This is an optimization exercise on Yosys and OpenROAD, whose aim is small area, a short achievable clock period and few clock cycles per item, not a production implementation.
Function was checked by simulation only, so behaviour that the tests miss may differ from the original.
No activity file was given, so power comes from the tool's default toggle rates.

File: config.mk
export PLATFORM = sky130hd
export DESIGN_NAME = yuv2rgb_top
export DESIGN_NICKNAME = yuv2rgb_top
export VERILOG_FILES = /design/flow/design.v
export SDC_FILE = /design/flow/constraint.sdc
export NUM_CORES = 4
export LEC_CHECK = 0
export CAP_MARGIN = 20
export CORE_MARGIN = 2
export CORE_UTILIZATION = 40
export SLEW_MARGIN = 20
export SYNTH_HIERARCHICAL = 1
File: run.sh
#!/bin/bash
# synth_recipe.tcl (not shown) runs the flow's synth.tcl, then flattens the netlist and writes it again
# the make line also repeats each setting of config.mk as NAME=value (left out here)
make -C /OpenROAD-flow-scripts/flow DESIGN_CONFIG=/design/flow/config.mk WORK_HOME=/design/flow/orfs CLKGATE_MAP_FILE= SYNTH_SCRIPT=/design/flow/synth_recipe.tcl finish
File: design.v
package csc_coef_pkg;
	localparam int unsigned pix_w = 8;
endpackage
module yuv2rgb_top
(
	input logic CLOCK_50_I,
	input logic resetn,
	input logic in_valid,
	output logic in_ready,
	input logic [7:0] y,
	input logic [7:0] u,
	input logic [7:0] v,
	output logic out_valid,
	input logic out_ready,
	output logic [7:0] r,
	output logic [7:0] g,
	output logic [7:0] b
);
	logic a_valid, b_ready;
	logic [7:0] ya, ua, va;
	logic [7:0] r_n, g_n, b_n;
	assign b_ready = !out_valid || out_ready;
	assign in_ready = !a_valid || b_ready;
	always_ff @(posedge CLOCK_50_I or negedge resetn)
		if (!resetn) a_valid <= 1'b0;
		else if (in_ready) a_valid <= in_valid;
	always_ff @(posedge CLOCK_50_I)
		if (in_valid && in_ready) begin
			ya <= y; ua <= u; va <= v;
		end
	logic n1;
	logic n2;
	csa_fa fa1 (.a(ya[0]), .b(va[2]), .c(1'b0), .s(n1), .co(n2));
	logic n3;
	logic n4;
	csa_fa fa2 (.a(ya[1]), .b(va[3]), .c(~va[1]), .s(n3), .co(n4));
	logic n5;
	logic n6;
	csa_fa fa3 (.a(ya[2]), .b(va[4]), .c(~va[2]), .s(n5), .co(n6));
	logic n7;
	logic n8;
	csa_fa fa4 (.a(~va[0]), .b(n4), .c(n5), .s(n7), .co(n8));
	logic n9;
	logic n10;
	csa_fa fa5 (.a(ya[3]), .b(va[5]), .c(~va[3]), .s(n9), .co(n10));
	logic n11;
	logic n12;
	csa_fa fa6 (.a(~va[1]), .b(n6), .c(n9), .s(n11), .co(n12));
	logic n13;
	logic n14;
	csa_fa fa7 (.a(ya[4]), .b(va[6]), .c(1'b0), .s(n13), .co(n14));
	logic n15;
	logic n16;
	csa_fa fa8 (.a(va[4]), .b(va[2]), .c(~n10), .s(n15), .co(n16));
	logic n17;
	logic n18;
	csa_fa fa9 (.a(n13), .b(n12), .c(~n15), .s(n17), .co(n18));
	logic n19;
	logic n20;
	csa_fa fa10 (.a(va[5]), .b(va[3]), .c(va[0]), .s(n19), .co(n20));
	logic n21;
	logic n22;
	csa_fa fa11 (.a(ya[5]), .b(va[7]), .c(1'b0), .s(n21), .co(n22));
	logic n23;
	logic n24;
	csa_fa fa12 (.a(n14), .b(~n19), .c(n21), .s(n23), .co(n24));
	logic n25;
	assign n25 = n16 ^ ~n23;
	logic n26;
	assign n26 = n16 & ~n23;
	logic n27;
	logic n28;
	csa_fa fa13 (.a(va[6]), .b(va[4]), .c(va[1]), .s(n27), .co(n28));
	logic n29;
	logic n30;
	csa_fa fa14 (.a(ya[6]), .b(1'b0), .c(n22), .s(n29), .co(n30));
	logic n31;
	logic n32;
	csa_fa fa15 (.a(n20), .b(n27), .c(~n24), .s(n31), .co(n32));
	logic n33;
	logic n34;
	csa_fa fa16 (.a(~n29), .b(n26), .c(n31), .s(n33), .co(n34));
	logic n35;
	logic n36;
	csa_fa fa17 (.a(ya[0]), .b(va[7]), .c(va[5]), .s(n35), .co(n36));
	logic n37;
	logic n38;
	csa_fa fa18 (.a(va[2]), .b(n28), .c(n35), .s(n37), .co(n38));
	logic n39;
	logic n40;
	csa_fa fa19 (.a(ya[7]), .b(n30), .c(~n37), .s(n39), .co(n40));
	logic n41;
	assign n41 = n32 ^ ~n39;
	logic n42;
	assign n42 = n32 & ~n39;
	logic n43;
	logic n44;
	csa_fa fa20 (.a(ya[1]), .b(va[6]), .c(va[3]), .s(n43), .co(n44));
	logic n45;
	logic n46;
	csa_fa fa21 (.a(n36), .b(n43), .c(n38), .s(n45), .co(n46));
	logic n47;
	assign n47 = ~n40 ^ n45;
	logic n48;
	assign n48 = ~n40 & n45;
	logic n49;
	logic n50;
	csa_fa fa22 (.a(ya[2]), .b(ya[0]), .c(va[7]), .s(n49), .co(n50));
	logic n51;
	logic n52;
	csa_fa fa23 (.a(~va[4]), .b(va[0]), .c(1'b0), .s(n51), .co(n52));
	logic n53;
	logic n54;
	csa_fa fa24 (.a(n44), .b(n49), .c(~n51), .s(n53), .co(n54));
	logic n55;
	assign n55 = n53 ^ n46;
	logic n56;
	assign n56 = n53 & n46;
	logic n57;
	logic n58;
	csa_fa fa25 (.a(ya[3]), .b(ya[1]), .c(va[5]), .s(n57), .co(n58));
	logic n59;
	logic n60;
	csa_fa fa26 (.a(va[1]), .b(1'b0), .c(n52), .s(n59), .co(n60));
	logic n61;
	logic n62;
	csa_fa fa27 (.a(n50), .b(n57), .c(n54), .s(n61), .co(n62));
	logic n63;
	assign n63 = ~n59 ^ n61;
	logic n64;
	assign n64 = ~n59 & n61;
	logic n65;
	logic n66;
	csa_fa fa28 (.a(ya[4]), .b(ya[2]), .c(ya[0]), .s(n65), .co(n66));
	logic n67;
	logic n68;
	csa_fa fa29 (.a(va[6]), .b(~va[2]), .c(va[0]), .s(n67), .co(n68));
	logic n69;
	logic n70;
	csa_fa fa30 (.a(n58), .b(n65), .c(n67), .s(n69), .co(n70));
	logic n71;
	logic n72;
	csa_fa fa31 (.a(~n60), .b(n69), .c(n62), .s(n71), .co(n72));
	logic n73;
	logic n74;
	csa_fa fa32 (.a(ya[5]), .b(ya[3]), .c(ya[1]), .s(n73), .co(n74));
	logic n75;
	logic n76;
	csa_fa fa33 (.a(va[7]), .b(~va[3]), .c(va[1]), .s(n75), .co(n76));
	logic n77;
	logic n78;
	csa_fa fa34 (.a(n66), .b(n68), .c(n73), .s(n77), .co(n78));
	logic n79;
	logic n80;
	csa_fa fa35 (.a(n75), .b(n70), .c(n77), .s(n79), .co(n80));
	logic n81;
	logic n82;
	csa_fa fa36 (.a(ya[6]), .b(ya[4]), .c(ya[2]), .s(n81), .co(n82));
	logic n83;
	logic n84;
	csa_fa fa37 (.a(va[4]), .b(va[0]), .c(1'b0), .s(n83), .co(n84));
	logic n85;
	logic n86;
	csa_fa fa38 (.a(va[2]), .b(n74), .c(n76), .s(n85), .co(n86));
	logic n87;
	logic n88;
	csa_fa fa39 (.a(n81), .b(n78), .c(n85), .s(n87), .co(n88));
	logic n89;
	logic n90;
	csa_fa fa40 (.a(~n83), .b(n80), .c(n87), .s(n89), .co(n90));
	logic n91;
	logic n92;
	csa_fa fa41 (.a(ya[7]), .b(ya[5]), .c(ya[3]), .s(n91), .co(n92));
	logic n93;
	logic n94;
	csa_fa fa42 (.a(va[5]), .b(va[1]), .c(1'b0), .s(n93), .co(n94));
	logic n95;
	logic n96;
	csa_fa fa43 (.a(ya[0]), .b(va[3]), .c(n82), .s(n95), .co(n96));
	logic n97;
	logic n98;
	csa_fa fa44 (.a(n84), .b(~n91), .c(n93), .s(n97), .co(n98));
	logic n99;
	logic n100;
	csa_fa fa45 (.a(n86), .b(n95), .c(~n97), .s(n99), .co(n100));
	logic n101;
	assign n101 = n88 ^ n99;
	logic n102;
	assign n102 = n88 & n99;
	logic n103;
	logic n104;
	csa_fa fa46 (.a(ya[6]), .b(ya[4]), .c(ya[1]), .s(n103), .co(n104));
	logic n105;
	logic n106;
	csa_fa fa47 (.a(va[6]), .b(~va[4]), .c(va[2]), .s(n105), .co(n106));
	logic n107;
	logic n108;
	csa_fa fa48 (.a(va[0]), .b(n92), .c(n103), .s(n107), .co(n108));
	logic n109;
	logic n110;
	csa_fa fa49 (.a(n94), .b(n105), .c(n98), .s(n109), .co(n110));
	logic n111;
	logic n112;
	csa_fa fa50 (.a(n96), .b(n107), .c(n100), .s(n111), .co(n112));
	logic n113;
	logic n114;
	csa_fa fa51 (.a(~n109), .b(n102), .c(n111), .s(n113), .co(n114));
	logic n115;
	logic n116;
	csa_fa fa52 (.a(ya[7]), .b(ya[5]), .c(ya[2]), .s(n115), .co(n116));
	logic n117;
	logic n118;
	csa_fa fa53 (.a(va[7]), .b(~va[5]), .c(va[3]), .s(n117), .co(n118));
	logic n119;
	logic n120;
	csa_fa fa54 (.a(va[1]), .b(n104), .c(n115), .s(n119), .co(n120));
	logic n121;
	logic n122;
	csa_fa fa55 (.a(n106), .b(n117), .c(~n108), .s(n121), .co(n122));
	logic n123;
	logic n124;
	csa_fa fa56 (.a(~n119), .b(n110), .c(n121), .s(n123), .co(n124));
	logic n125;
	assign n125 = n112 ^ ~n123;
	logic n126;
	assign n126 = n112 & ~n123;
	logic n127;
	logic n128;
	csa_fa fa57 (.a(ya[6]), .b(ya[3]), .c(va[6]), .s(n127), .co(n128));
	logic n129;
	logic n130;
	csa_fa fa58 (.a(va[4]), .b(~va[2]), .c(1'b0), .s(n129), .co(n130));
	logic n131;
	logic n132;
	csa_fa fa59 (.a(n116), .b(~n118), .c(n127), .s(n131), .co(n132));
	logic n133;
	logic n134;
	csa_fa fa60 (.a(~n129), .b(n120), .c(n131), .s(n133), .co(n134));
	logic n135;
	logic n136;
	csa_fa fa61 (.a(n122), .b(~n133), .c(n124), .s(n135), .co(n136));
	logic n137;
	logic n138;
	csa_fa fa62 (.a(ya[7]), .b(ya[4]), .c(va[7]), .s(n137), .co(n138));
	logic n139;
	logic n140;
	csa_fa fa63 (.a(va[5]), .b(~va[3]), .c(1'b0), .s(n139), .co(n140));
	logic n141;
	logic n142;
	csa_fa fa64 (.a(n128), .b(~n130), .c(n137), .s(n141), .co(n142));
	logic n143;
	logic n144;
	csa_fa fa65 (.a(~n139), .b(n132), .c(n141), .s(n143), .co(n144));
	logic n145;
	assign n145 = n134 ^ n143;
	logic n146;
	assign n146 = n134 & n143;
	logic n147;
	logic n148;
	csa_fa fa66 (.a(ya[5]), .b(~va[6]), .c(va[4]), .s(n147), .co(n148));
	logic n149;
	logic n150;
	csa_fa fa67 (.a(n138), .b(~n140), .c(n147), .s(n149), .co(n150));
	logic n151;
	logic n152;
	csa_fa fa68 (.a(n142), .b(n149), .c(n144), .s(n151), .co(n152));
	logic n153;
	logic n154;
	csa_fa fa69 (.a(ya[6]), .b(~va[7]), .c(va[5]), .s(n153), .co(n154));
	logic n155;
	logic n156;
	csa_fa fa70 (.a(n148), .b(n153), .c(n150), .s(n155), .co(n156));
	logic n157;
	logic n158;
	csa_fa fa71 (.a(ya[7]), .b(va[6]), .c(~1'b0), .s(n157), .co(n158));
	logic n159;
	assign n159 = n154 ^ n157;
	logic n160;
	assign n160 = n154 & n157;
	logic n161;
	assign n161 = va[7] ^ n158;
	logic n162;
	assign n162 = va[7] & n158;
	logic n163;
	assign n163 = ~va[0] & ~1'b0;
	logic n164;
	assign n164 = ~va[0] | ~1'b0;
	logic n165;
	assign n165 = va[0] & ~n1;
	logic n166;
	assign n166 = va[0] | ~n1;
	logic n167;
	assign n167 = ~n2 & ~n3;
	logic n168;
	assign n168 = ~n2 | ~n3;
	logic n169;
	assign n169 = ~n8 & ~n11;
	logic n170;
	assign n170 = ~n8 | ~n11;
	logic n171;
	assign n171 = ~n18 & n25;
	logic n172;
	assign n172 = ~n18 | n25;
	logic n173;
	assign n173 = n34 & n41;
	logic n174;
	assign n174 = n34 | n41;
	logic n175;
	assign n175 = n42 & n47;
	logic n176;
	assign n176 = n42 | n47;
	logic n177;
	assign n177 = n48 & n55;
	logic n178;
	assign n178 = n48 | n55;
	logic n179;
	assign n179 = n56 & n63;
	logic n180;
	assign n180 = n56 | n63;
	logic n181;
	assign n181 = n64 & n71;
	logic n182;
	assign n182 = n64 | n71;
	logic n183;
	assign n183 = n72 & n79;
	logic n184;
	assign n184 = n72 | n79;
	logic n185;
	assign n185 = n90 & n101;
	logic n186;
	assign n186 = n90 ^ n101;
	logic n187;
	assign n187 = n114 & n125;
	logic n188;
	assign n188 = n114 ^ n125;
	logic n189;
	assign n189 = n126 & ~n135;
	logic n190;
	assign n190 = n126 ^ ~n135;
	logic n191;
	assign n191 = ~n136 & n145;
	logic n192;
	assign n192 = ~n136 ^ n145;
	logic n193;
	assign n193 = n146 & n151;
	logic n194;
	assign n194 = n146 ^ n151;
	logic n195;
	assign n195 = n152 & n155;
	logic n196;
	assign n196 = n152 ^ n155;
	logic n197;
	assign n197 = n156 & n159;
	logic n198;
	assign n198 = n156 ^ n159;
	logic n199;
	assign n199 = n160 & n161;
	logic n200;
	assign n200 = n160 ^ n161;
	logic n201;
	assign n201 = ~1'b0 & n162;
	logic n202;
	assign n202 = ~1'b0 ^ n162;
	logic n203;
	assign n203 = n89 & n183;
	logic n204;
	assign n204 = n89 & n184;
	logic n205;
	assign n205 = n181 | (n182 & n179);
	logic n206;
	assign n206 = n182 & n180;
	logic n207;
	assign n207 = n203 | (n204 & n205);
	logic n208;
	assign n208 = n204 & n206;
	logic n209;
	assign n209 = n177 | (n178 & n175);
	logic n210;
	assign n210 = n178 & n176;
	logic n211;
	assign n211 = n174 & n33;
	logic n212;
	assign n212 = n209 | (n210 & n173);
	logic n213;
	assign n213 = n210 & n211;
	logic n214;
	assign n214 = n207 | (n208 & n212);
	logic n215;
	assign n215 = n208 & n213;
	logic n216;
	assign n216 = n172 & ~n17;
	logic n217;
	assign n217 = n170 & ~n7;
	logic n218;
	assign n218 = n171 | (n216 & n169);
	logic n219;
	assign n219 = n216 & n217;
	logic n220;
	assign n220 = n167 | (n168 & n165);
	logic n221;
	assign n221 = n168 & n166;
	logic n222;
	assign n222 = ~va[1] & n163;
	logic n223;
	assign n223 = ~va[1] & n164;
	logic n224;
	assign n224 = n220 | (n221 & n222);
	logic n225;
	assign n225 = n221 & n223;
	logic n226;
	assign n226 = n218 | (n219 & n224);
	logic n227;
	assign n227 = n219 & n225;
	logic n228;
	assign n228 = n214 | (n215 & n226);
	logic n229;
	assign n229 = n215 & n227;
	logic n230;
	assign n230 = n185 | (n186 & n228);
	logic n231;
	assign n231 = n186 & n229;
	logic n232;
	assign n232 = n113 & n185;
	logic n233;
	assign n233 = n113 & n186;
	logic n234;
	assign n234 = n232 | (n233 & n228);
	logic n235;
	assign n235 = n233 & n229;
	logic n236;
	assign n236 = n187 | (n188 & n232);
	logic n237;
	assign n237 = n188 & n233;
	logic n238;
	assign n238 = n236 | (n237 & n228);
	logic n239;
	assign n239 = n237 & n229;
	logic n240;
	assign n240 = n189 | (n190 & n187);
	logic n241;
	assign n241 = n190 & n188;
	logic n242;
	assign n242 = n240 | (n241 & n232);
	logic n243;
	assign n243 = n241 & n233;
	logic n244;
	assign n244 = n242 | (n243 & n228);
	logic n245;
	assign n245 = n243 & n229;
	logic n246;
	assign n246 = n191 | (n192 & n242);
	logic n247;
	assign n247 = n192 & n243;
	logic n248;
	assign n248 = n246 | (n247 & n228);
	logic n249;
	assign n249 = n247 & n229;
	logic n250;
	assign n250 = n193 | (n194 & n191);
	logic n251;
	assign n251 = n194 & n192;
	logic n252;
	assign n252 = n250 | (n251 & n242);
	logic n253;
	assign n253 = n251 & n243;
	logic n254;
	assign n254 = n252 | (n253 & n228);
	logic n255;
	assign n255 = n253 & n229;
	logic n256;
	assign n256 = n195 | (n196 & n250);
	logic n257;
	assign n257 = n196 & n251;
	logic n258;
	assign n258 = n256 | (n257 & n242);
	logic n259;
	assign n259 = n257 & n243;
	logic n260;
	assign n260 = n258 | (n259 & n228);
	logic n261;
	assign n261 = n259 & n229;
	logic n262;
	assign n262 = n197 | (n198 & n195);
	logic n263;
	assign n263 = n198 & n196;
	logic n264;
	assign n264 = n262 | (n263 & n250);
	logic n265;
	assign n265 = n263 & n251;
	logic n266;
	assign n266 = n264 | (n265 & n242);
	logic n267;
	assign n267 = n265 & n243;
	logic n268;
	assign n268 = n266 | (n267 & n228);
	logic n269;
	assign n269 = n267 & n229;
	logic n270;
	assign n270 = n199 | (n200 & n266);
	logic n271;
	assign n271 = n200 & n267;
	logic n272;
	assign n272 = n270 | (n271 & n228);
	logic n273;
	assign n273 = n271 & n229;
	logic n274;
	assign n274 = n201 | (n202 & n199);
	logic n275;
	assign n275 = n202 & n200;
	logic n276;
	assign n276 = n274 | (n275 & n266);
	logic n277;
	assign n277 = n275 & n267;
	logic n278;
	assign n278 = n276 | (n277 & n228);
	logic n279;
	assign n279 = n277 & n229;
	logic n280;
	assign n280 = n186 ^ n228;
	logic n281;
	assign n281 = n113 ^ n230;
	logic n282;
	assign n282 = n188 ^ n234;
	logic n283;
	assign n283 = n190 ^ n238;
	logic n284;
	assign n284 = n192 ^ n244;
	logic n285;
	assign n285 = n194 ^ n248;
	logic n286;
	assign n286 = n196 ^ n254;
	logic n287;
	assign n287 = n198 ^ n260;
	logic n288;
	assign n288 = n200 ^ n268;
	logic n289;
	assign n289 = n202 ^ n272;
	logic n290;
	assign n290 = ~1'b0 ^ n278;
	logic n291;
	logic n292;
	csa_fa fa72 (.a(ya[0]), .b(va[2]), .c(1'b0), .s(n291), .co(n292));
	logic n293;
	logic n294;
	csa_fa fa73 (.a(ya[1]), .b(~ua[0]), .c(va[3]), .s(n293), .co(n294));
	logic n295;
	logic n296;
	csa_fa fa74 (.a(ya[2]), .b(~ua[1]), .c(va[4]), .s(n295), .co(n296));
	logic n297;
	logic n298;
	csa_fa fa75 (.a(ya[3]), .b(ua[0]), .c(va[5]), .s(n297), .co(n298));
	logic n299;
	logic n300;
	csa_fa fa76 (.a(va[0]), .b(n296), .c(n297), .s(n299), .co(n300));
	logic n301;
	logic n302;
	csa_fa fa77 (.a(ya[4]), .b(ua[1]), .c(va[6]), .s(n301), .co(n302));
	logic n303;
	logic n304;
	csa_fa fa78 (.a(va[1]), .b(n298), .c(n301), .s(n303), .co(n304));
	logic n305;
	logic n306;
	csa_fa fa79 (.a(~ua[3]), .b(n300), .c(n303), .s(n305), .co(n306));
	logic n307;
	logic n308;
	csa_fa fa80 (.a(ya[5]), .b(ua[2]), .c(va[7]), .s(n307), .co(n308));
	logic n309;
	logic n310;
	csa_fa fa81 (.a(va[2]), .b(n302), .c(n307), .s(n309), .co(n310));
	logic n311;
	logic n312;
	csa_fa fa82 (.a(~ua[4]), .b(n304), .c(n309), .s(n311), .co(n312));
	logic n313;
	logic n314;
	csa_fa fa83 (.a(ya[6]), .b(ua[3]), .c(va[3]), .s(n313), .co(n314));
	logic n315;
	logic n316;
	csa_fa fa84 (.a(~ua[5]), .b(n308), .c(n313), .s(n315), .co(n316));
	logic n317;
	assign n317 = n310 ^ n315;
	logic n318;
	assign n318 = n310 | n315;
	logic n319;
	logic n320;
	csa_fa fa85 (.a(ya[7]), .b(ua[4]), .c(va[4]), .s(n319), .co(n320));
	logic n321;
	logic n322;
	csa_fa fa86 (.a(ya[0]), .b(ua[6]), .c(~n314), .s(n321), .co(n322));
	logic n323;
	logic n324;
	csa_fa fa87 (.a(n319), .b(n316), .c(~n321), .s(n323), .co(n324));
	logic n325;
	logic n326;
	csa_fa fa88 (.a(ua[5]), .b(ua[0]), .c(va[5]), .s(n325), .co(n326));
	logic n327;
	logic n328;
	csa_fa fa89 (.a(ya[1]), .b(ua[7]), .c(~1'b0), .s(n327), .co(n328));
	logic n329;
	logic n330;
	csa_fa fa90 (.a(n320), .b(n325), .c(~n327), .s(n329), .co(n330));
	logic n331;
	assign n331 = n322 ^ ~n329;
	logic n332;
	assign n332 = n322 & ~n329;
	logic n333;
	logic n334;
	csa_fa fa91 (.a(ua[6]), .b(ua[1]), .c(va[6]), .s(n333), .co(n334));
	logic n335;
	logic n336;
	csa_fa fa92 (.a(ya[2]), .b(ya[0]), .c(~1'b0), .s(n335), .co(n336));
	logic n337;
	logic n338;
	csa_fa fa93 (.a(n326), .b(~n328), .c(n333), .s(n337), .co(n338));
	logic n339;
	logic n340;
	csa_fa fa94 (.a(~n335), .b(n330), .c(n337), .s(n339), .co(n340));
	logic n341;
	logic n342;
	csa_fa fa95 (.a(ua[7]), .b(ua[2]), .c(va[7]), .s(n341), .co(n342));
	logic n343;
	logic n344;
	csa_fa fa96 (.a(ya[3]), .b(ya[1]), .c(~va[0]), .s(n343), .co(n344));
	logic n345;
	logic n346;
	csa_fa fa97 (.a(n334), .b(~n336), .c(n341), .s(n345), .co(n346));
	logic n347;
	logic n348;
	csa_fa fa98 (.a(~n343), .b(n338), .c(n345), .s(n347), .co(n348));
	logic n349;
	logic n350;
	csa_fa fa99 (.a(ya[4]), .b(ya[2]), .c(ya[0]), .s(n349), .co(n350));
	logic n351;
	logic n352;
	csa_fa fa100 (.a(ua[3]), .b(~ua[0]), .c(va[1]), .s(n351), .co(n352));
	logic n353;
	logic n354;
	csa_fa fa101 (.a(~n342), .b(n344), .c(n349), .s(n353), .co(n354));
	logic n355;
	logic n356;
	csa_fa fa102 (.a(n351), .b(n346), .c(~n353), .s(n355), .co(n356));
	logic n357;
	logic n358;
	csa_fa fa103 (.a(ya[5]), .b(ya[3]), .c(ya[1]), .s(n357), .co(n358));
	logic n359;
	logic n360;
	csa_fa fa104 (.a(ua[4]), .b(va[2]), .c(1'b0), .s(n359), .co(n360));
	logic n361;
	logic n362;
	csa_fa fa105 (.a(ua[1]), .b(va[0]), .c(n350), .s(n361), .co(n362));
	logic n363;
	logic n364;
	csa_fa fa106 (.a(n352), .b(~n357), .c(n359), .s(n363), .co(n364));
	logic n365;
	logic n366;
	csa_fa fa107 (.a(n354), .b(n361), .c(~n363), .s(n365), .co(n366));
	logic n367;
	logic n368;
	csa_fa fa108 (.a(ya[6]), .b(ya[4]), .c(ya[2]), .s(n367), .co(n368));
	logic n369;
	logic n370;
	csa_fa fa109 (.a(ua[5]), .b(ua[0]), .c(va[3]), .s(n369), .co(n370));
	logic n371;
	logic n372;
	csa_fa fa110 (.a(ua[2]), .b(va[1]), .c(~1'b0), .s(n371), .co(n372));
	logic n373;
	logic n374;
	csa_fa fa111 (.a(n358), .b(n367), .c(n371), .s(n373), .co(n374));
	logic n375;
	logic n376;
	csa_fa fa112 (.a(n360), .b(n369), .c(n364), .s(n375), .co(n376));
	logic n377;
	logic n378;
	csa_fa fa113 (.a(n362), .b(n373), .c(n366), .s(n377), .co(n378));
	logic n379;
	logic n380;
	csa_fa fa114 (.a(ya[7]), .b(ya[5]), .c(ya[3]), .s(n379), .co(n380));
	logic n381;
	logic n382;
	csa_fa fa115 (.a(ua[6]), .b(ua[1]), .c(va[4]), .s(n381), .co(n382));
	logic n383;
	logic n384;
	csa_fa fa116 (.a(ya[0]), .b(ua[3]), .c(va[2]), .s(n383), .co(n384));
	logic n385;
	logic n386;
	csa_fa fa117 (.a(n368), .b(n372), .c(n379), .s(n385), .co(n386));
	logic n387;
	logic n388;
	csa_fa fa118 (.a(va[0]), .b(n370), .c(n381), .s(n387), .co(n388));
	logic n389;
	logic n390;
	csa_fa fa119 (.a(n383), .b(n374), .c(n385), .s(n389), .co(n390));
	logic n391;
	logic n392;
	csa_fa fa120 (.a(n387), .b(n376), .c(~n389), .s(n391), .co(n392));
	logic n393;
	logic n394;
	csa_fa fa121 (.a(ya[6]), .b(ya[4]), .c(ya[1]), .s(n393), .co(n394));
	logic n395;
	logic n396;
	csa_fa fa122 (.a(ua[7]), .b(ua[2]), .c(va[5]), .s(n395), .co(n396));
	logic n397;
	logic n398;
	csa_fa fa123 (.a(ua[4]), .b(va[3]), .c(~va[1]), .s(n397), .co(n398));
	logic n399;
	logic n400;
	csa_fa fa124 (.a(n380), .b(n384), .c(n393), .s(n399), .co(n400));
	logic n401;
	logic n402;
	csa_fa fa125 (.a(n382), .b(n395), .c(~n397), .s(n401), .co(n402));
	logic n403;
	logic n404;
	csa_fa fa126 (.a(n386), .b(~n388), .c(n399), .s(n403), .co(n404));
	logic n405;
	logic n406;
	csa_fa fa127 (.a(~n401), .b(n390), .c(n403), .s(n405), .co(n406));
	logic n407;
	logic n408;
	csa_fa fa128 (.a(ya[7]), .b(ya[5]), .c(ya[2]), .s(n407), .co(n408));
	logic n409;
	logic n410;
	csa_fa fa129 (.a(ua[3]), .b(va[6]), .c(va[2]), .s(n409), .co(n410));
	logic n411;
	logic n412;
	csa_fa fa130 (.a(ua[5]), .b(va[4]), .c(~1'b0), .s(n411), .co(n412));
	logic n413;
	logic n414;
	csa_fa fa131 (.a(n394), .b(n398), .c(n407), .s(n413), .co(n414));
	logic n415;
	logic n416;
	csa_fa fa132 (.a(n396), .b(n409), .c(~n411), .s(n415), .co(n416));
	logic n417;
	logic n418;
	csa_fa fa133 (.a(n400), .b(~n402), .c(n413), .s(n417), .co(n418));
	logic n419;
	logic n420;
	csa_fa fa134 (.a(~n415), .b(n404), .c(n417), .s(n419), .co(n420));
	logic n421;
	logic n422;
	csa_fa fa135 (.a(ya[6]), .b(ya[3]), .c(ua[6]), .s(n421), .co(n422));
	logic n423;
	logic n424;
	csa_fa fa136 (.a(ua[4]), .b(va[7]), .c(va[3]), .s(n423), .co(n424));
	logic n425;
	logic n426;
	csa_fa fa137 (.a(va[5]), .b(n408), .c(n412), .s(n425), .co(n426));
	logic n427;
	logic n428;
	csa_fa fa138 (.a(n410), .b(~n421), .c(n423), .s(n427), .co(n428));
	logic n429;
	logic n430;
	csa_fa fa139 (.a(n414), .b(~n416), .c(n425), .s(n429), .co(n430));
	logic n431;
	logic n432;
	csa_fa fa140 (.a(~n427), .b(n418), .c(n429), .s(n431), .co(n432));
	logic n433;
	logic n434;
	csa_fa fa141 (.a(ya[7]), .b(ya[4]), .c(ua[7]), .s(n433), .co(n434));
	logic n435;
	logic n436;
	csa_fa fa142 (.a(ua[5]), .b(va[4]), .c(1'b0), .s(n435), .co(n436));
	logic n437;
	logic n438;
	csa_fa fa143 (.a(va[6]), .b(n422), .c(n433), .s(n437), .co(n438));
	logic n439;
	logic n440;
	csa_fa fa144 (.a(n424), .b(n435), .c(n428), .s(n439), .co(n440));
	logic n441;
	logic n442;
	csa_fa fa145 (.a(n426), .b(n437), .c(n430), .s(n441), .co(n442));
	logic n443;
	logic n444;
	csa_fa fa146 (.a(~n439), .b(n441), .c(n432), .s(n443), .co(n444));
	logic n445;
	logic n446;
	csa_fa fa147 (.a(ua[6]), .b(va[5]), .c(1'b0), .s(n445), .co(n446));
	logic n447;
	logic n448;
	csa_fa fa148 (.a(ya[5]), .b(va[7]), .c(n434), .s(n447), .co(n448));
	logic n449;
	logic n450;
	csa_fa fa149 (.a(n436), .b(n445), .c(~n438), .s(n449), .co(n450));
	logic n451;
	logic n452;
	csa_fa fa150 (.a(~n447), .b(n440), .c(n449), .s(n451), .co(n452));
	logic n453;
	assign n453 = n442 ^ ~n451;
	logic n454;
	assign n454 = n442 & ~n451;
	logic n455;
	logic n456;
	csa_fa fa151 (.a(ua[7]), .b(va[6]), .c(1'b0), .s(n455), .co(n456));
	logic n457;
	logic n458;
	csa_fa fa152 (.a(~ya[6]), .b(n446), .c(n455), .s(n457), .co(n458));
	logic n459;
	logic n460;
	csa_fa fa153 (.a(~n448), .b(n457), .c(n450), .s(n459), .co(n460));
	logic n461;
	assign n461 = n459 ^ n452;
	logic n462;
	assign n462 = n459 | n452;
	logic n463;
	logic n464;
	csa_fa fa154 (.a(~ya[7]), .b(va[7]), .c(1'b0), .s(n463), .co(n464));
	logic n465;
	logic n466;
	csa_fa fa155 (.a(n456), .b(n463), .c(n458), .s(n465), .co(n466));
	logic n467;
	assign n467 = n465 ^ n460;
	logic n468;
	assign n468 = n465 | n460;
	logic n469;
	assign n469 = n464 ^ n466;
	logic n470;
	assign n470 = n464 | n466;
	logic n471;
	assign n471 = ~va[0] & ~1'b0;
	logic n472;
	assign n472 = ~va[0] | ~1'b0;
	logic n473;
	assign n473 = ~n292 & ~n293;
	logic n474;
	assign n474 = ~n292 | ~n293;
	logic n475;
	assign n475 = ~n294 & ~n295;
	logic n476;
	assign n476 = ~n294 | ~n295;
	logic n477;
	assign n477 = ua[2] & ~n299;
	logic n478;
	assign n478 = ua[2] | ~n299;
	logic n479;
	assign n479 = ~n306 & ~n311;
	logic n480;
	assign n480 = ~n306 | ~n311;
	logic n481;
	assign n481 = ~n312 & n317;
	logic n482;
	assign n482 = ~n312 | n317;
	logic n483;
	assign n483 = ~n318 & ~n323;
	logic n484;
	assign n484 = ~n318 | ~n323;
	logic n485;
	assign n485 = ~n324 & n331;
	logic n486;
	assign n486 = ~n324 | n331;
	logic n487;
	assign n487 = n332 & ~n339;
	logic n488;
	assign n488 = n332 | ~n339;
	logic n489;
	assign n489 = ~n340 & ~n347;
	logic n490;
	assign n490 = ~n340 | ~n347;
	logic n491;
	assign n491 = ~n348 & ~n355;
	logic n492;
	assign n492 = ~n348 | ~n355;
	logic n493;
	assign n493 = ~n356 & n365;
	logic n494;
	assign n494 = ~n356 | n365;
	logic n495;
	assign n495 = ~n375 & n377;
	logic n496;
	assign n496 = ~n375 | n377;
	logic n497;
	assign n497 = n378 & ~n391;
	logic n498;
	assign n498 = n378 ^ ~n391;
	logic n499;
	assign n499 = ~n392 & n405;
	logic n500;
	assign n500 = ~n392 ^ n405;
	logic n501;
	assign n501 = n406 & n419;
	logic n502;
	assign n502 = n406 ^ n419;
	logic n503;
	assign n503 = n420 & n431;
	logic n504;
	assign n504 = n420 ^ n431;
	logic n505;
	assign n505 = n444 & n453;
	logic n506;
	assign n506 = n444 ^ n453;
	logic n507;
	assign n507 = n454 & n461;
	logic n508;
	assign n508 = n454 ^ n461;
	logic n509;
	assign n509 = ~n462 & n467;
	logic n510;
	assign n510 = ~n462 ^ n467;
	logic n511;
	assign n511 = ~n468 & n469;
	logic n512;
	assign n512 = ~n468 ^ n469;
	logic n513;
	assign n513 = ~1'b0 & ~n470;
	logic n514;
	assign n514 = ~1'b0 ^ ~n470;
	logic n515;
	assign n515 = n495 | (n496 & n493);
	logic n516;
	assign n516 = n496 & n494;
	logic n517;
	assign n517 = n491 | (n492 & n489);
	logic n518;
	assign n518 = n492 & n490;
	logic n519;
	assign n519 = n515 | (n516 & n517);
	logic n520;
	assign n520 = n516 & n518;
	logic n521;
	assign n521 = n487 | (n488 & n485);
	logic n522;
	assign n522 = n488 & n486;
	logic n523;
	assign n523 = n483 | (n484 & n481);
	logic n524;
	assign n524 = n484 & n482;
	logic n525;
	assign n525 = n521 | (n522 & n523);
	logic n526;
	assign n526 = n522 & n524;
	logic n527;
	assign n527 = n519 | (n520 & n525);
	logic n528;
	assign n528 = n520 & n526;
	logic n529;
	assign n529 = n480 & ~n305;
	logic n530;
	assign n530 = n477 | (n478 & n475);
	logic n531;
	assign n531 = n478 & n476;
	logic n532;
	assign n532 = n479 | (n529 & n530);
	logic n533;
	assign n533 = n529 & n531;
	logic n534;
	assign n534 = n474 & ~n291;
	logic n535;
	assign n535 = ~va[1] & n471;
	logic n536;
	assign n536 = ~va[1] & n472;
	logic n537;
	assign n537 = n473 | (n534 & n535);
	logic n538;
	assign n538 = n534 & n536;
	logic n539;
	assign n539 = n532 | (n533 & n537);
	logic n540;
	assign n540 = n533 & n538;
	logic n541;
	assign n541 = n527 | (n528 & n539);
	logic n542;
	assign n542 = n528 & n540;
	logic n543;
	assign n543 = n497 | (n498 & n541);
	logic n544;
	assign n544 = n498 & n542;
	logic n545;
	assign n545 = n499 | (n500 & n497);
	logic n546;
	assign n546 = n500 & n498;
	logic n547;
	assign n547 = n545 | (n546 & n541);
	logic n548;
	assign n548 = n546 & n542;
	logic n549;
	assign n549 = n501 | (n502 & n545);
	logic n550;
	assign n550 = n502 & n546;
	logic n551;
	assign n551 = n549 | (n550 & n541);
	logic n552;
	assign n552 = n550 & n542;
	logic n553;
	assign n553 = n503 | (n504 & n501);
	logic n554;
	assign n554 = n504 & n502;
	logic n555;
	assign n555 = n553 | (n554 & n545);
	logic n556;
	assign n556 = n554 & n546;
	logic n557;
	assign n557 = n555 | (n556 & n541);
	logic n558;
	assign n558 = n556 & n542;
	logic n559;
	assign n559 = n443 & n555;
	logic n560;
	assign n560 = n443 & n556;
	logic n561;
	assign n561 = n559 | (n560 & n541);
	logic n562;
	assign n562 = n560 & n542;
	logic n563;
	assign n563 = n506 & n443;
	logic n564;
	assign n564 = n505 | (n563 & n555);
	logic n565;
	assign n565 = n563 & n556;
	logic n566;
	assign n566 = n564 | (n565 & n541);
	logic n567;
	assign n567 = n565 & n542;
	logic n568;
	assign n568 = n507 | (n508 & n505);
	logic n569;
	assign n569 = n508 & n563;
	logic n570;
	assign n570 = n568 | (n569 & n555);
	logic n571;
	assign n571 = n569 & n556;
	logic n572;
	assign n572 = n570 | (n571 & n541);
	logic n573;
	assign n573 = n571 & n542;
	logic n574;
	assign n574 = n509 | (n510 & n507);
	logic n575;
	assign n575 = n510 & n508;
	logic n576;
	assign n576 = n574 | (n575 & n505);
	logic n577;
	assign n577 = n575 & n563;
	logic n578;
	assign n578 = n576 | (n577 & n555);
	logic n579;
	assign n579 = n577 & n556;
	logic n580;
	assign n580 = n578 | (n579 & n541);
	logic n581;
	assign n581 = n579 & n542;
	logic n582;
	assign n582 = n511 | (n512 & n578);
	logic n583;
	assign n583 = n512 & n579;
	logic n584;
	assign n584 = n582 | (n583 & n541);
	logic n585;
	assign n585 = n583 & n542;
	logic n586;
	assign n586 = n513 | (n514 & n511);
	logic n587;
	assign n587 = n514 & n512;
	logic n588;
	assign n588 = n586 | (n587 & n578);
	logic n589;
	assign n589 = n587 & n579;
	logic n590;
	assign n590 = n588 | (n589 & n541);
	logic n591;
	assign n591 = n589 & n542;
	logic n592;
	assign n592 = n498 ^ n541;
	logic n593;
	assign n593 = n500 ^ n543;
	logic n594;
	assign n594 = n502 ^ n547;
	logic n595;
	assign n595 = n504 ^ n551;
	logic n596;
	assign n596 = n443 ^ n557;
	logic n597;
	assign n597 = n506 ^ n561;
	logic n598;
	assign n598 = n508 ^ n566;
	logic n599;
	assign n599 = n510 ^ n572;
	logic n600;
	assign n600 = n512 ^ n580;
	logic n601;
	assign n601 = n514 ^ n584;
	logic n602;
	assign n602 = ~1'b0 ^ n590;
	logic n603;
	logic n604;
	csa_fa fa156 (.a(ya[0]), .b(ua[2]), .c(ua[0]), .s(n603), .co(n604));
	logic n605;
	logic n606;
	csa_fa fa157 (.a(ya[1]), .b(ua[3]), .c(ua[1]), .s(n605), .co(n606));
	logic n607;
	logic n608;
	csa_fa fa158 (.a(1'b0), .b(n604), .c(n605), .s(n607), .co(n608));
	logic n609;
	logic n610;
	csa_fa fa159 (.a(ya[2]), .b(ua[4]), .c(ua[2]), .s(n609), .co(n610));
	logic n611;
	assign n611 = n606 ^ n609;
	logic n612;
	assign n612 = n606 | n609;
	logic n613;
	logic n614;
	csa_fa fa160 (.a(ya[3]), .b(ua[5]), .c(ua[3]), .s(n613), .co(n614));
	logic n615;
	logic n616;
	csa_fa fa161 (.a(~ua[0]), .b(n610), .c(n613), .s(n615), .co(n616));
	logic n617;
	logic n618;
	csa_fa fa162 (.a(ya[4]), .b(ua[6]), .c(ua[4]), .s(n617), .co(n618));
	logic n619;
	logic n620;
	csa_fa fa163 (.a(1'b0), .b(n614), .c(n617), .s(n619), .co(n620));
	logic n621;
	logic n622;
	csa_fa fa164 (.a(~ua[1]), .b(n616), .c(n619), .s(n621), .co(n622));
	logic n623;
	logic n624;
	csa_fa fa165 (.a(ya[5]), .b(ua[7]), .c(ua[5]), .s(n623), .co(n624));
	logic n625;
	logic n626;
	csa_fa fa166 (.a(ua[2]), .b(ua[0]), .c(~1'b0), .s(n625), .co(n626));
	logic n627;
	logic n628;
	csa_fa fa167 (.a(n618), .b(n623), .c(~n625), .s(n627), .co(n628));
	logic n629;
	assign n629 = n620 ^ n627;
	logic n630;
	assign n630 = n620 | n627;
	logic n631;
	logic n632;
	csa_fa fa168 (.a(ya[6]), .b(ua[6]), .c(1'b0), .s(n631), .co(n632));
	logic n633;
	logic n634;
	csa_fa fa169 (.a(ua[3]), .b(ua[1]), .c(n626), .s(n633), .co(n634));
	logic n635;
	logic n636;
	csa_fa fa170 (.a(n624), .b(n631), .c(n628), .s(n635), .co(n636));
	logic n637;
	logic n638;
	csa_fa fa171 (.a(~n633), .b(n630), .c(n635), .s(n637), .co(n638));
	logic n639;
	logic n640;
	csa_fa fa172 (.a(ya[0]), .b(ua[4]), .c(ua[2]), .s(n639), .co(n640));
	logic n641;
	logic n642;
	csa_fa fa173 (.a(ya[7]), .b(ua[7]), .c(n632), .s(n641), .co(n642));
	logic n643;
	logic n644;
	csa_fa fa174 (.a(n639), .b(n634), .c(~n641), .s(n643), .co(n644));
	logic n645;
	assign n645 = ~n636 ^ n643;
	logic n646;
	assign n646 = ~n636 & n643;
	logic n647;
	logic n648;
	csa_fa fa175 (.a(ya[1]), .b(ua[5]), .c(ua[3]), .s(n647), .co(n648));
	logic n649;
	logic n650;
	csa_fa fa176 (.a(ua[0]), .b(n640), .c(n647), .s(n649), .co(n650));
	logic n651;
	logic n652;
	csa_fa fa177 (.a(~n642), .b(n649), .c(n644), .s(n651), .co(n652));
	logic n653;
	logic n654;
	csa_fa fa178 (.a(ya[2]), .b(ya[0]), .c(ua[6]), .s(n653), .co(n654));
	logic n655;
	logic n656;
	csa_fa fa179 (.a(ua[4]), .b(ua[1]), .c(~1'b0), .s(n655), .co(n656));
	logic n657;
	logic n658;
	csa_fa fa180 (.a(n648), .b(n653), .c(n655), .s(n657), .co(n658));
	logic n659;
	assign n659 = n650 ^ n657;
	logic n660;
	assign n660 = n650 & n657;
	logic n661;
	logic n662;
	csa_fa fa181 (.a(ya[3]), .b(ya[1]), .c(ua[7]), .s(n661), .co(n662));
	logic n663;
	logic n664;
	csa_fa fa182 (.a(ua[5]), .b(ua[2]), .c(n654), .s(n663), .co(n664));
	logic n665;
	logic n666;
	csa_fa fa183 (.a(n656), .b(n661), .c(n658), .s(n665), .co(n666));
	logic n667;
	logic n668;
	csa_fa fa184 (.a(n663), .b(n660), .c(n665), .s(n667), .co(n668));
	logic n669;
	logic n670;
	csa_fa fa185 (.a(ya[4]), .b(ya[2]), .c(ya[0]), .s(n669), .co(n670));
	logic n671;
	logic n672;
	csa_fa fa186 (.a(ua[6]), .b(ua[3]), .c(n662), .s(n671), .co(n672));
	logic n673;
	logic n674;
	csa_fa fa187 (.a(n669), .b(n664), .c(n671), .s(n673), .co(n674));
	logic n675;
	assign n675 = n666 ^ n673;
	logic n676;
	assign n676 = n666 & n673;
	logic n677;
	logic n678;
	csa_fa fa188 (.a(ya[5]), .b(ya[3]), .c(ya[1]), .s(n677), .co(n678));
	logic n679;
	logic n680;
	csa_fa fa189 (.a(ua[7]), .b(ua[4]), .c(n670), .s(n679), .co(n680));
	logic n681;
	logic n682;
	csa_fa fa190 (.a(n677), .b(n672), .c(n679), .s(n681), .co(n682));
	logic n683;
	assign n683 = n674 ^ n681;
	logic n684;
	assign n684 = n674 & n681;
	logic n685;
	logic n686;
	csa_fa fa191 (.a(ya[6]), .b(ya[4]), .c(ya[2]), .s(n685), .co(n686));
	logic n687;
	logic n688;
	csa_fa fa192 (.a(ua[5]), .b(n678), .c(n685), .s(n687), .co(n688));
	logic n689;
	logic n690;
	csa_fa fa193 (.a(n680), .b(n687), .c(n682), .s(n689), .co(n690));
	logic n691;
	logic n692;
	csa_fa fa194 (.a(ya[7]), .b(ya[5]), .c(ya[3]), .s(n691), .co(n692));
	logic n693;
	logic n694;
	csa_fa fa195 (.a(ya[0]), .b(ua[6]), .c(~1'b0), .s(n693), .co(n694));
	logic n695;
	logic n696;
	csa_fa fa196 (.a(n686), .b(n691), .c(n693), .s(n695), .co(n696));
	logic n697;
	assign n697 = n688 ^ n695;
	logic n698;
	assign n698 = n688 & n695;
	logic n699;
	logic n700;
	csa_fa fa197 (.a(ya[6]), .b(ya[4]), .c(ya[1]), .s(n699), .co(n700));
	logic n701;
	logic n702;
	csa_fa fa198 (.a(ua[7]), .b(ua[0]), .c(~1'b0), .s(n701), .co(n702));
	logic n703;
	logic n704;
	csa_fa fa199 (.a(n692), .b(n694), .c(n699), .s(n703), .co(n704));
	logic n705;
	logic n706;
	csa_fa fa200 (.a(n701), .b(n696), .c(n703), .s(n705), .co(n706));
	logic n707;
	logic n708;
	csa_fa fa201 (.a(ya[7]), .b(ya[5]), .c(ya[2]), .s(n707), .co(n708));
	logic n709;
	logic n710;
	csa_fa fa202 (.a(ua[1]), .b(n700), .c(n702), .s(n709), .co(n710));
	logic n711;
	logic n712;
	csa_fa fa203 (.a(n707), .b(n704), .c(n709), .s(n711), .co(n712));
	logic n713;
	logic n714;
	csa_fa fa204 (.a(ya[6]), .b(ya[3]), .c(ua[2]), .s(n713), .co(n714));
	logic n715;
	logic n716;
	csa_fa fa205 (.a(~1'b0), .b(n708), .c(n713), .s(n715), .co(n716));
	logic n717;
	assign n717 = n710 ^ n715;
	logic n718;
	assign n718 = n710 & n715;
	logic n719;
	logic n720;
	csa_fa fa206 (.a(ya[7]), .b(ya[4]), .c(ua[3]), .s(n719), .co(n720));
	logic n721;
	logic n722;
	csa_fa fa207 (.a(n714), .b(n719), .c(n716), .s(n721), .co(n722));
	logic n723;
	logic n724;
	csa_fa fa208 (.a(ya[5]), .b(ua[4]), .c(~1'b0), .s(n723), .co(n724));
	logic n725;
	assign n725 = n720 ^ n723;
	logic n726;
	assign n726 = n720 & n723;
	logic n727;
	logic n728;
	csa_fa fa209 (.a(ya[6]), .b(ua[5]), .c(~1'b0), .s(n727), .co(n728));
	logic n729;
	assign n729 = n724 ^ n727;
	logic n730;
	assign n730 = n724 & n727;
	logic n731;
	logic n732;
	csa_fa fa210 (.a(ya[7]), .b(ua[6]), .c(~1'b0), .s(n731), .co(n732));
	logic n733;
	assign n733 = n728 ^ n731;
	logic n734;
	assign n734 = n728 & n731;
	logic n735;
	assign n735 = ua[7] ^ n732;
	logic n736;
	assign n736 = ua[7] & n732;
	logic n737;
	assign n737 = ~ua[0] & ~1'b0;
	logic n738;
	assign n738 = ~ua[0] | ~1'b0;
	logic n739;
	assign n739 = ~n608 & n611;
	logic n740;
	assign n740 = ~n608 | n611;
	logic n741;
	assign n741 = ~n612 & ~n615;
	logic n742;
	assign n742 = ~n612 | ~n615;
	logic n743;
	assign n743 = ~n622 & n629;
	logic n744;
	assign n744 = ~n622 | n629;
	logic n745;
	assign n745 = ~n638 & n645;
	logic n746;
	assign n746 = ~n638 | n645;
	logic n747;
	assign n747 = n646 & n651;
	logic n748;
	assign n748 = n646 | n651;
	logic n749;
	assign n749 = n652 & n659;
	logic n750;
	assign n750 = n652 | n659;
	logic n751;
	assign n751 = n668 & n675;
	logic n752;
	assign n752 = n668 | n675;
	logic n753;
	assign n753 = n676 & n683;
	logic n754;
	assign n754 = n676 | n683;
	logic n755;
	assign n755 = n684 & n689;
	logic n756;
	assign n756 = n684 | n689;
	logic n757;
	assign n757 = n690 & n697;
	logic n758;
	assign n758 = n690 ^ n697;
	logic n759;
	assign n759 = n698 & n705;
	logic n760;
	assign n760 = n698 ^ n705;
	logic n761;
	assign n761 = n706 & n711;
	logic n762;
	assign n762 = n706 ^ n711;
	logic n763;
	assign n763 = n712 & n717;
	logic n764;
	assign n764 = n712 ^ n717;
	logic n765;
	assign n765 = n718 & n721;
	logic n766;
	assign n766 = n718 ^ n721;
	logic n767;
	assign n767 = n722 & n725;
	logic n768;
	assign n768 = n722 ^ n725;
	logic n769;
	assign n769 = n726 & n729;
	logic n770;
	assign n770 = n726 ^ n729;
	logic n771;
	assign n771 = n730 & n733;
	logic n772;
	assign n772 = n730 ^ n733;
	logic n773;
	assign n773 = n734 & n735;
	logic n774;
	assign n774 = n734 ^ n735;
	logic n775;
	assign n775 = ~1'b0 & n736;
	logic n776;
	assign n776 = ~1'b0 ^ n736;
	logic n777;
	assign n777 = n755 | (n756 & n753);
	logic n778;
	assign n778 = n756 & n754;
	logic n779;
	assign n779 = n752 & n667;
	logic n780;
	assign n780 = n777 | (n778 & n751);
	logic n781;
	assign n781 = n778 & n779;
	logic n782;
	assign n782 = n749 | (n750 & n747);
	logic n783;
	assign n783 = n750 & n748;
	logic n784;
	assign n784 = n746 & ~n637;
	logic n785;
	assign n785 = n782 | (n783 & n745);
	logic n786;
	assign n786 = n783 & n784;
	logic n787;
	assign n787 = n780 | (n781 & n785);
	logic n788;
	assign n788 = n781 & n786;
	logic n789;
	assign n789 = n744 & ~n621;
	logic n790;
	assign n790 = n741 | (n742 & n739);
	logic n791;
	assign n791 = n742 & n740;
	logic n792;
	assign n792 = n743 | (n789 & n790);
	logic n793;
	assign n793 = n789 & n791;
	logic n794;
	assign n794 = ~n607 & ~n603;
	logic n795;
	assign n795 = ~ua[1] & n737;
	logic n796;
	assign n796 = ~ua[1] & n738;
	logic n797;
	assign n797 = n794 & n795;
	logic n798;
	assign n798 = n794 & n796;
	logic n799;
	assign n799 = n792 | (n793 & n797);
	logic n800;
	assign n800 = n793 & n798;
	logic n801;
	assign n801 = n787 | (n788 & n799);
	logic n802;
	assign n802 = n788 & n800;
	logic n803;
	assign n803 = n757 | (n758 & n801);
	logic n804;
	assign n804 = n758 & n802;
	logic n805;
	assign n805 = n759 | (n760 & n757);
	logic n806;
	assign n806 = n760 & n758;
	logic n807;
	assign n807 = n805 | (n806 & n801);
	logic n808;
	assign n808 = n806 & n802;
	logic n809;
	assign n809 = n761 | (n762 & n805);
	logic n810;
	assign n810 = n762 & n806;
	logic n811;
	assign n811 = n809 | (n810 & n801);
	logic n812;
	assign n812 = n810 & n802;
	logic n813;
	assign n813 = n763 | (n764 & n761);
	logic n814;
	assign n814 = n764 & n762;
	logic n815;
	assign n815 = n813 | (n814 & n805);
	logic n816;
	assign n816 = n814 & n806;
	logic n817;
	assign n817 = n815 | (n816 & n801);
	logic n818;
	assign n818 = n816 & n802;
	logic n819;
	assign n819 = n765 | (n766 & n815);
	logic n820;
	assign n820 = n766 & n816;
	logic n821;
	assign n821 = n819 | (n820 & n801);
	logic n822;
	assign n822 = n820 & n802;
	logic n823;
	assign n823 = n767 | (n768 & n765);
	logic n824;
	assign n824 = n768 & n766;
	logic n825;
	assign n825 = n823 | (n824 & n815);
	logic n826;
	assign n826 = n824 & n816;
	logic n827;
	assign n827 = n825 | (n826 & n801);
	logic n828;
	assign n828 = n826 & n802;
	logic n829;
	assign n829 = n769 | (n770 & n823);
	logic n830;
	assign n830 = n770 & n824;
	logic n831;
	assign n831 = n829 | (n830 & n815);
	logic n832;
	assign n832 = n830 & n816;
	logic n833;
	assign n833 = n831 | (n832 & n801);
	logic n834;
	assign n834 = n832 & n802;
	logic n835;
	assign n835 = n771 | (n772 & n769);
	logic n836;
	assign n836 = n772 & n770;
	logic n837;
	assign n837 = n835 | (n836 & n823);
	logic n838;
	assign n838 = n836 & n824;
	logic n839;
	assign n839 = n837 | (n838 & n815);
	logic n840;
	assign n840 = n838 & n816;
	logic n841;
	assign n841 = n839 | (n840 & n801);
	logic n842;
	assign n842 = n840 & n802;
	logic n843;
	assign n843 = n773 | (n774 & n839);
	logic n844;
	assign n844 = n774 & n840;
	logic n845;
	assign n845 = n843 | (n844 & n801);
	logic n846;
	assign n846 = n844 & n802;
	logic n847;
	assign n847 = n775 | (n776 & n773);
	logic n848;
	assign n848 = n776 & n774;
	logic n849;
	assign n849 = n847 | (n848 & n839);
	logic n850;
	assign n850 = n848 & n840;
	logic n851;
	assign n851 = n849 | (n850 & n801);
	logic n852;
	assign n852 = n850 & n802;
	logic n853;
	assign n853 = n758 ^ n801;
	logic n854;
	assign n854 = n760 ^ n803;
	logic n855;
	assign n855 = n762 ^ n807;
	logic n856;
	assign n856 = n764 ^ n811;
	logic n857;
	assign n857 = n766 ^ n817;
	logic n858;
	assign n858 = n768 ^ n821;
	logic n859;
	assign n859 = n770 ^ n827;
	logic n860;
	assign n860 = n772 ^ n833;
	logic n861;
	assign n861 = n774 ^ n841;
	logic n862;
	assign n862 = n776 ^ n845;
	logic n863;
	assign n863 = ~1'b0 ^ n851;
	assign r_n = n290 ? 8'd0 : (n289 | n288) ? 8'd255 : {n287, n286, n285, n284, n283, n282, n281, n280};
	assign g_n = n602 ? 8'd0 : (n601 | n600) ? 8'd255 : {n599, n598, n597, n596, n595, n594, n593, n592};
	assign b_n = n863 ? 8'd0 : (n862 | n861) ? 8'd255 : {n860, n859, n858, n857, n856, n855, n854, n853};
	always_ff @(posedge CLOCK_50_I or negedge resetn)
		if (!resetn) out_valid <= 1'b0;
		else if (b_ready) out_valid <= a_valid;
	always_ff @(posedge CLOCK_50_I)
		if (a_valid && b_ready) begin
			r <= r_n; g <= g_n; b <= b_n;
		end
endmodule
module csa_fa (input logic a, input logic b, input logic c, output logic s, output logic co);
	assign s = a ^ b ^ c;
	assign co = (a & b) | (a & c) | (b & c);
endmodule
File: constraint.sdc
create_clock -name core_clock -period 8.0 [get_ports {CLOCK_50_I}]
set_input_delay 1.6000 -clock core_clock [delete_from_list [all_inputs] [get_ports {CLOCK_50_I}]]
set_output_delay 1.6000 -clock core_clock [all_outputs]
set_load 0.01 [all_outputs]
==> results_dict.tcl <==
set metrics [dict create \
    status "finished clean" \
    die_h_um 149 \
    cts-root-buf "clkbuf_16" \
    worstSetupPathType "reg2reg" \
    async_flop_share_pct 4.00 \
    grt_antenna_before_repair 0 \
    rows 52 \
    arrival_ps 5870 \
    grt_pass1_vias 5826 \
    maxCapViolations 0 \
    worstSkewPairLatency_ps 310 \
    synth_ff_type "edfxtp_1" \
    path_delay_family "adder cells" \
    clk_pin_slew_worst_paths_ps 80 \
    cts_max_level 2 \
    skew_ps 12.4 \
    cp-end-kind "flip-flop" \
    period_share_pct 71.1 \
    num_vias 5228 \
    syn-cell-area_mm2 0.00839 \
    netlist_instances 648 \
    powerDensity_mw_per_mm2 307 \
    hold_violations 0 \
    grt.busiest_layer "met2" \
    io_pins 54 \
    finalNetCount 1049 \
    worstPathMaxFanout 11 \
    path_common_cell "fa_1" \
    rsz0062_at_grt "no" \
    setup_viol 0 \
    hold_class "reg2reg" \
    final.setup.tns_ps 0 \
    io_buffers 53 \
    met1_usage_pct 24.9 \
    synth.area.top_cells "fa_1 52%, edfxtp_1 17%, ha_1 7.9%" \
    dp.cells 1015 \
    fin_hold_ws_ps 508 \
    ys_warn_count 7 \
    post_cts_buffers 0 \
    antennaDiodeCount 0 \
    grt_max_degree 25 \
    cp.required_ps 8180 \
    initial_core_util_pct 41.1 \
    dieArea_mm2 0.0222 \
    layout-drive-gt1-share_pct 5.44 \
    gr-usage-all-layers_pct 17.8 \
    synth_edf_count 48 \
    hold_buffers 0 \
    synth_xor_area_share_pct 2.50 \
    area_growth_pct 14.6 \
    slowest_delay_ps 830 \
    maxSlewViolCount 0 \
    final_core_util_pct 47.1 \
    synth_top_family_by_area "adder cells" \
    clockBufferDepth 2 \
    cts.repair.resized 0 \
    fin_cells 1023 \
    clock.fmax_mhz 176 \
    antenna_left 0 \
    synth_cell_types 60 \
    p_total_w 0.00295 \
    yosys.area_share.simple_pct 5.96 \
    gr-total-overflow 0 \
    via_per_inst 5.11 \
    core_area_mm2 0.0204 \
    routedWlPerCell_um 17.9 \
    synth_top_area_cell "fa_1" \
    p_leak_nw 4.02 \
    synthAdderAreaFrac_pct 59.7 \
    slew_headroom_pct 32.8 \
    tightest_slew_ps 1010 \
    die_w_um 149 \
    ys_seq_elements 50 \
    synth-compound-area-share_pct 8.63 \
    numCtsBuffers 5 \
    peakVddDrop_uv 213 \
    wirelength_mm 18.3 \
    yosysSeqAreaShare_pct 17.8 \
    drtPass1Iterations 4 \
    syn_avg_cell_area_um2 13.0 \
    use_met3_pct 1.83 \
    start_kind "flip-flop" \
    min_period_ps 5690 \
    place.gp.congestion 0.836 \
    synthMuxAreaShare_pct 0.388 \
    synth_top_area_share_pct 51.5 \
    cts_tree "done" \
    cts_sinks 50 \
    grt_pass1_wl_mm 29.8 \
    cpMaxStageDelayCell "edfxtp_1" \
    grtUsageMet2_pct 29.9 \
    crit_chain "inv_1, fa_1, fa_1, fa_1, fa_1, fa_1, ha_1, a31o_2, a21oi_1, o21ai_0, nand3_1, nand2_1, a211oi_1, mux2i_1, o21a_1" \
    hpwl_mm 14.6 \
    drc_errors 0 \
    drtIter0Drc 292 \
    path_buf_inv 1 \
]
-- through the flow --
step	cell area (µm²)	setup slack (ps)
floorplan	8510	2780
global placement	9470	2470
detailed placement	9470	2340
CTS	9620	2320
global route	9620	1970
finish	9620	2310
-- cell usage after synthesis (all sizes together) (3+ instances only) --
| library cell | n |
|---|---|
| o21a | 16 |
| and3 | 4 |
| xnor2 | 13 |
| a21oi | 23 |
| nand2 | 22 |
| o22ai | 4 |
| a31oi | 6 |
| xor2 | 11 |
| and2 | 6 |
| nand2b | 11 |
| a21o | 4 |
| nor2b | 6 |
| nor4 | 3 |
| o21ai | 10 |
| ha | 53 |
| nand4 | 6 |
| nand3b | 3 |
| fa | 216 |
| a221oi | 3 |
| edfxtp | 48 |
| o221a | 3 |
| inv | 106 |
| o31ai | 5 |
| nand3 | 3 |
| nor2 | 21 |
-- worst paths after layout --
path / slack [ps] / cells past startpoint / end / start
setup / recovery: 2310 / 15 / r[5] / va[3]
hold / removal: 510 / 1 / out_valid / a_valid
setup reg to reg: 2310 / 15 / r[5] / va[3]
hold reg to reg: 510 / 1 / out_valid / a_valid
max in group asynchronous: 6420 / 1 / out_valid / resetn
min in group asynchronous: 1460 / 1 / a_valid / resetn
-- report_power, final --
part / leakage [nW] / switching [W] / total [W] / internal [W]
logic: 3.47 / 0.00124 / 0.00229 / 0.00106
registers: 0.486 / 0.0000472 / 0.000426 / 0.000379
clock network: 0.0679 / 0.000112 / 0.000229 / 0.000117
-- per-layer routing --
| layer | wire, µm | vias to the layer above |
|---|---|---|
| met5 | 0 | - |
| li1 | - | 2320 |
| met3 | 590 | 14 |
| met4 | 247 | 0 |
| met2 | 9320 | 99 |
| met1 | 8120 | 2795 |
-- placed cells by master (no fill, tap or decap), types with 5 or more instances in the layout --
master	instances
a21oi_1	23
a31oi_1	6
and2_1	5
buf_4	16
clkbuf_16	5
clkdlybuf4s50_1	53
conb_1	32
edfxtp_1	48
fa_1	216
ha_1	53
inv_1	106
nand2_1	22
nand2b_1	11
nor2_1	21
o21a_1	16
o21ai_0	10
xnor2_1	13
xor2_1	11
-- modules after synthesis (local to each module, per instance) --
module	area, µm²	flops+latches	cells inside
yuv2rgb_top	4190	50	438
csa_fa	20.0	0	1
-- cells by family (layout without fill, tap and decap cells) --
kind of cell | count (synthesis) | in the layout
adders and majority gates | 271 | 271
buffers and inverters | 108 | 183
AOI/OAI and AO/OA | 100 | 100
and+or+nand+nor | 91 | 91
DFF | 50 | 50
xor gates and xnor gates | 24 | 24
other | 2 | 32
muxes | 2 | 2
-- sequential cells by signal, indices dropped and copies added, names as in the netlist --
signal,count
g,8
a_valid,1
ua,8
va,8
r,8
ya,8
out_valid,1
b,8
-- layout make-up --
| cell class | instances | area [µm²] |
|---|---|---|
| fill | 1856 | 10800 |
| multi-input combinational | 520 | 6600 |
| sequential | 50 | 1490 |
| timing repair buffer | 69 | 651 |
| inverter | 106 | 398 |
| tap | 270 | 338 |
| clock buffer | 5 | 125 |
| clock inverter | 3 | 20.0 |
Testbench counts, summed over its fixed seeds: cycles 32,016, pixels 32,000.

## separate check: timing with driven ports
The results above use ideal ports. As a check the final layout listed here was re-extracted and re-timed, cells and wires unchanged. Step 1 assumes that a clkbuf_16 drives the clock port and a buf_2 every other input. Step 2 moves the port delays by t, midway between the first and last clock arrival at a register: inputs arrive t later, outputs are due t later. That takes back most of the time a late clock gives input paths. Three values: ideal, step 1, step 2; two values: the first two.
shift t [ns]: 0.340
setup WS [ns]: 2.313 / 2.313 / 2.313
hold slack, ns: 0.508 / 0.508 / 0.508
worst setup path at the end: register to register
slew at the worst register clock pin (ns): 0.08 / 0.08
After both steps setup and hold are still met in this run. For this run, drivers alone change the setup slack by 0.000 ns; drivers and shift together by 0.000 ns.
